From an optimization exercise on the open Yosys and OpenROAD flow, aimed at small area, a short achievable clock period and few clock cycles per item; shortcuts taken in it are not production practice.
Function was checked by simulation only, so behaviour that the tests miss may differ from the original.
Power figures rest on the tool's default switching activity, not on a simulated workload.

==> flow/design.v (excerpt) <==
module jet_region_cut (
  input  logic        clk,
  input  logic        rst_n,
  input  logic        in_valid,
  output logic        in_ready,
  input  logic [56:0] in_data,
  output logic        out_valid,
  input  logic        out_ready,
  output logic [21:0] out_data,
  input  logic        psel,
  input  logic        penable,
  input  logic        pwrite,
  input  logic [5:0]  paddr,
  input  logic [63:0] pwdata,
  output logic [63:0] prdata,
  output logic        pready
);
For scale: about 4100 cells after synthesis, about 340 flip-flops, roughly 220 I/O pins, roughly 28000 µm² of cells after synthesis.
Settings: LEC_CHECK=0, ABC_AREA=1, CAP_MARGIN=20, CORE_MARGIN=2, CORE_UTILIZATION=40, CTS_BUF_LIST=sky130_fd_sc_hd__clkbuf_8, CTS_CLUSTER_SIZE=30, SLEW_MARGIN=20; clock period 12.5 ns.
standard.sh (not shown) runs the stock make flow with config.mk's settings and CLKGATE_MAP_FILE= SYNTH_SCRIPT=/design/flow/synth_recipe.tcl, a recipe that flattens the netlist after the stock synthesis.
==> flow/flow/run.sh <==
#!/bin/bash
set -euo pipefail
bash standard.sh SETUP_SLACK_MARGIN=6 finish > standard_flow.log 2>&1
Testbench counts at the start, summed over its fixed seeds: cycles 9,448, items 7,756.
Next try:
CORE_UTILIZATION = 55   (was 40)
CTS_BUF_LIST = default   (was sky130_fd_sc_hd__clkbuf_8)
CTS_CLUSTER_SIZE = default   (was 30)
The changed run went through all stages and came out clean.
Combinational power barely changes.
Wire length drops by 1.5%.
Worst setup slack gets better by 0.026 ns.
Sequential power stays flat.
Clock-buffer cell count drops by 21.
Power climbs by 4.3%.
Core utilization climbs by 18 points.
Non-clock buffer count climbs by 11.
Synthesized area stays the same.
Next try:
==> flow/flow/run.sh (replaced) <==
#!/bin/bash
# The standard layout (standard.sh: the standard synthesis, floorplan, placement,
# CTS, routing and finish) with two changes:
#  - ORFS's timing repair aims 6 ns under the clock period, not at most 5 ns;
#  - every input and output port still gets its own buffer (buffer_ports), but the
#    buffer is sky130_fd_sc_hd__buf_2 instead of the clkdlybuf4s50_1 it picks itself.
# The full make output goes to standard_flow.log here; ORFS's own logs are under orfs/logs.
set -euo pipefail
bash standard.sh SETUP_SLACK_MARGIN=6 "BUFFER_PORTS_ARGS=-buffer_cell sky130_fd_sc_hd__buf_2" finish > standard_flow.log 2>&1
CORE_UTILIZATION = 40   (was 55)
CTS_BUF_LIST = sky130_fd_sc_hd__clkbuf_8   (was default)
CTS_CLUSTER_SIZE = 30   (was default)
Result: The changed run completed with no timing, DRC or antenna violations. Global-route usage drops by 11 points. Die area climbs by well over a third. Worst setup slack is worse by 0.011 ns. First-iteration DRC count drops by roughly a tenth. Critical path depth climbs by 3. Via count drops by a few percent. Area after synthesis does not change. Clock power drops by roughly a tenth. Non-clock buffer count climbs by 4. Sequential share of layout area climbs by 0.35 points. Total power drops by a few percent.
Next try:
==> flow/flow/run.sh (replaced) <==
#!/bin/bash
# The standard layout (standard.sh: the standard synthesis, floorplan, placement,
# CTS, routing and finish) with two changes:
#  - ORFS's timing repair aims 6.3 ns under the clock period, not at most 5 ns;
#  - the buffers ABC put in the synthesized netlist are removed at floorplan
#    (REMOVE_ABC_BUFFERS=1), leaving buffering to the resizer;
#  - every input and output port still gets its own buffer (buffer_ports), but the
#    buffer is sky130_fd_sc_hd__buf_2 instead of the clkdlybuf4s50_1 it picks itself.
# The full make output goes to standard_flow.log here; ORFS's own logs are under orfs/logs.
set -euo pipefail
bash standard.sh SETUP_SLACK_MARGIN=6.3 REMOVE_ABC_BUFFERS=1 "BUFFER_PORTS_ARGS=-buffer_cell sky130_fd_sc_hd__buf_2" finish > standard_flow.log 2>&1
=>
- The changed run completed without violations
- non-clock buffer count went up by 51
- maximum frequency went up by about 1.5%
- global-route usage went up by 0.71 points
- worst setup slack improved by 0.099 ns
- critical path depth went down by 2
- synthesized area does not change
- worst hold slack got worse by 0.0046 ns
- power went up by 5.6%
- flip-flop and latch count is unchanged
- sequential share of layout area went down by 1.1 points

========
jet_region_cut, a different RTL version from the one above (not shown whole).
For scale: ~4200 cells after synthesis, roughly 340 flip-flops, roughly 220 I/O pins, roughly 28000 µm² of cells after synthesis.
## jet_region_cut
module jet_region_cut (
  input  logic        clk,
  input  logic        rst_n,
  input  logic        in_valid,
  output logic        in_ready,
  input  logic [56:0] in_data,
  output logic        out_valid,
  input  logic        out_ready,
  output logic [21:0] out_data,
  input  logic        psel,
  input  logic        penable,
  input  logic        pwrite,
  input  logic [5:0]  paddr,
  input  logic [63:0] pwdata,
  output logic [63:0] prdata,
  output logic        pready
);
make LEC_CHECK=0 ABC_AREA=1 CAP_MARGIN=20 CORE_MARGIN=2 CORE_UTILIZATION=40 SETUP_SLACK_MARGIN=5 SLEW_MARGIN=20 finish   # period 12.5 ns
run.sh (not shown) runs the stock make flow with config.mk's settings and CLKGATE_MAP_FILE= SYNTH_SCRIPT=/design/flow/synth_recipe.tcl, a recipe that flattens the netlist after the stock synthesis.
Stock flow here: none of the scripts above is used.
Testbench counts at the start, summed over its fixed seeds: cycles 9,706, items 7,756.
Rerun with:
- ABC_AREA: 1 -> not set
Synthesized cell count decreases by 17%.
Total power decreases by 7.0%.
Non-clock buffer count increases by 64.
Clock skew increases by 0.0081 ns.
Global-route usage increases by 0.11 points.
Final cell count decreases by 12%.
Sequential power is about the same.
Cell area increases by 3.8%.
Hold slack improves by 0.0065 ns.
Rerun with:
==> flow/flow/run.sh (new file) <==
#!/bin/bash
set -euo pipefail
bash standard.sh SETUP_SLACK_MARGIN=6 finish > standard_flow.log 2>&1
==> flow/standard.sh (new file) <==
#!/bin/bash
# synth_recipe.tcl (not shown) runs the flow's synth.tcl, then flattens the netlist and writes it again
# the make line also repeats each setting of config.mk as NAME=value (left out here)
make -C /OpenROAD-flow-scripts/flow DESIGN_CONFIG=/design/flow/config.mk WORK_HOME=/design/flow/orfs CLKGATE_MAP_FILE= SYNTH_SCRIPT=/design/flow/synth_recipe.tcl "${@:-finish}"
- ABC_AREA: not set -> 1
- SETUP_SLACK_MARGIN: 5 -> not set
removed: flow/run.sh
After rerunning: The changed run finished clean. Power increases by 12%. Clock-buffer cell count is lower by 2. Setup slack is better by 0.85 ns. Design area hardly moves. Non-clock buffer count decreases by 9. Clock skew fell by 0.0072 ns. Wire length fell by 1.2%. Critical path depth goes up by 4. Core utilization grows by 0.81 points. Hold slack loses 0.0063 ns. Area after synthesis goes down by 1.2%.

port drivers added, routing unchanged:
Ports are ideal in the flow. The routed layouts listed here were re-timed in OpenROAD.
Step 1 (the two cells are an assumption about what drives the block):
set clk [get_ports {clk}]
set_driving_cell -lib_cell sky130_fd_sc_hd__clkbuf_16 $clk
set_driving_cell -lib_cell sky130_fd_sc_hd__buf_2 [delete_from_list [all_inputs] $clk]
Step 2 moves the port delays by t, midway between the first and last clock arrival at a register: inputs arrive t later, outputs are due t later. That takes back most of the time a late clock gives input paths.
Three values: ideal ports, drivers, drivers and shift; two values: the first two.
| run | t (ns) | slack for setup (ns) | worst hold slack (ns) |
|---|---|---|---|
| the first run of note 1 | 0.742 | 5.946 / 5.923 / 5.888 | 0.449 / 0.449 / 0.449 |
| the second run of note 1 | 0.667 | 5.972 / 5.945 / 5.945 | 0.446 / 0.446 / 0.446 |
| the third run of note 1 | 0.774 | 5.962 / 5.924 / 5.924 | 0.448 / 0.448 / 0.448 |
| the fourth run of note 1 | 0.728 | 6.061 / 6.014 / 6.014 | 0.444 / 0.444 / 0.444 |
| the first run of note 2 | 0.658 | 5.285 / 5.236 / 5.236 | 0.448 / 0.448 / 0.448 |
| the second run of note 2 | 0.639 | 5.119 / 5.078 / 5.078 | 0.455 / 0.455 / 0.455 |
| the third run of note 2 | 0.669 | 5.969 / 5.892 / 5.892 | 0.449 / 0.449 / 0.449 |
After both steps setup and hold are still met in every run listed. For the third run of note 2, which loses most, drivers alone change the setup slack by -0.077 ns; drivers and shift together by -0.077 ns.
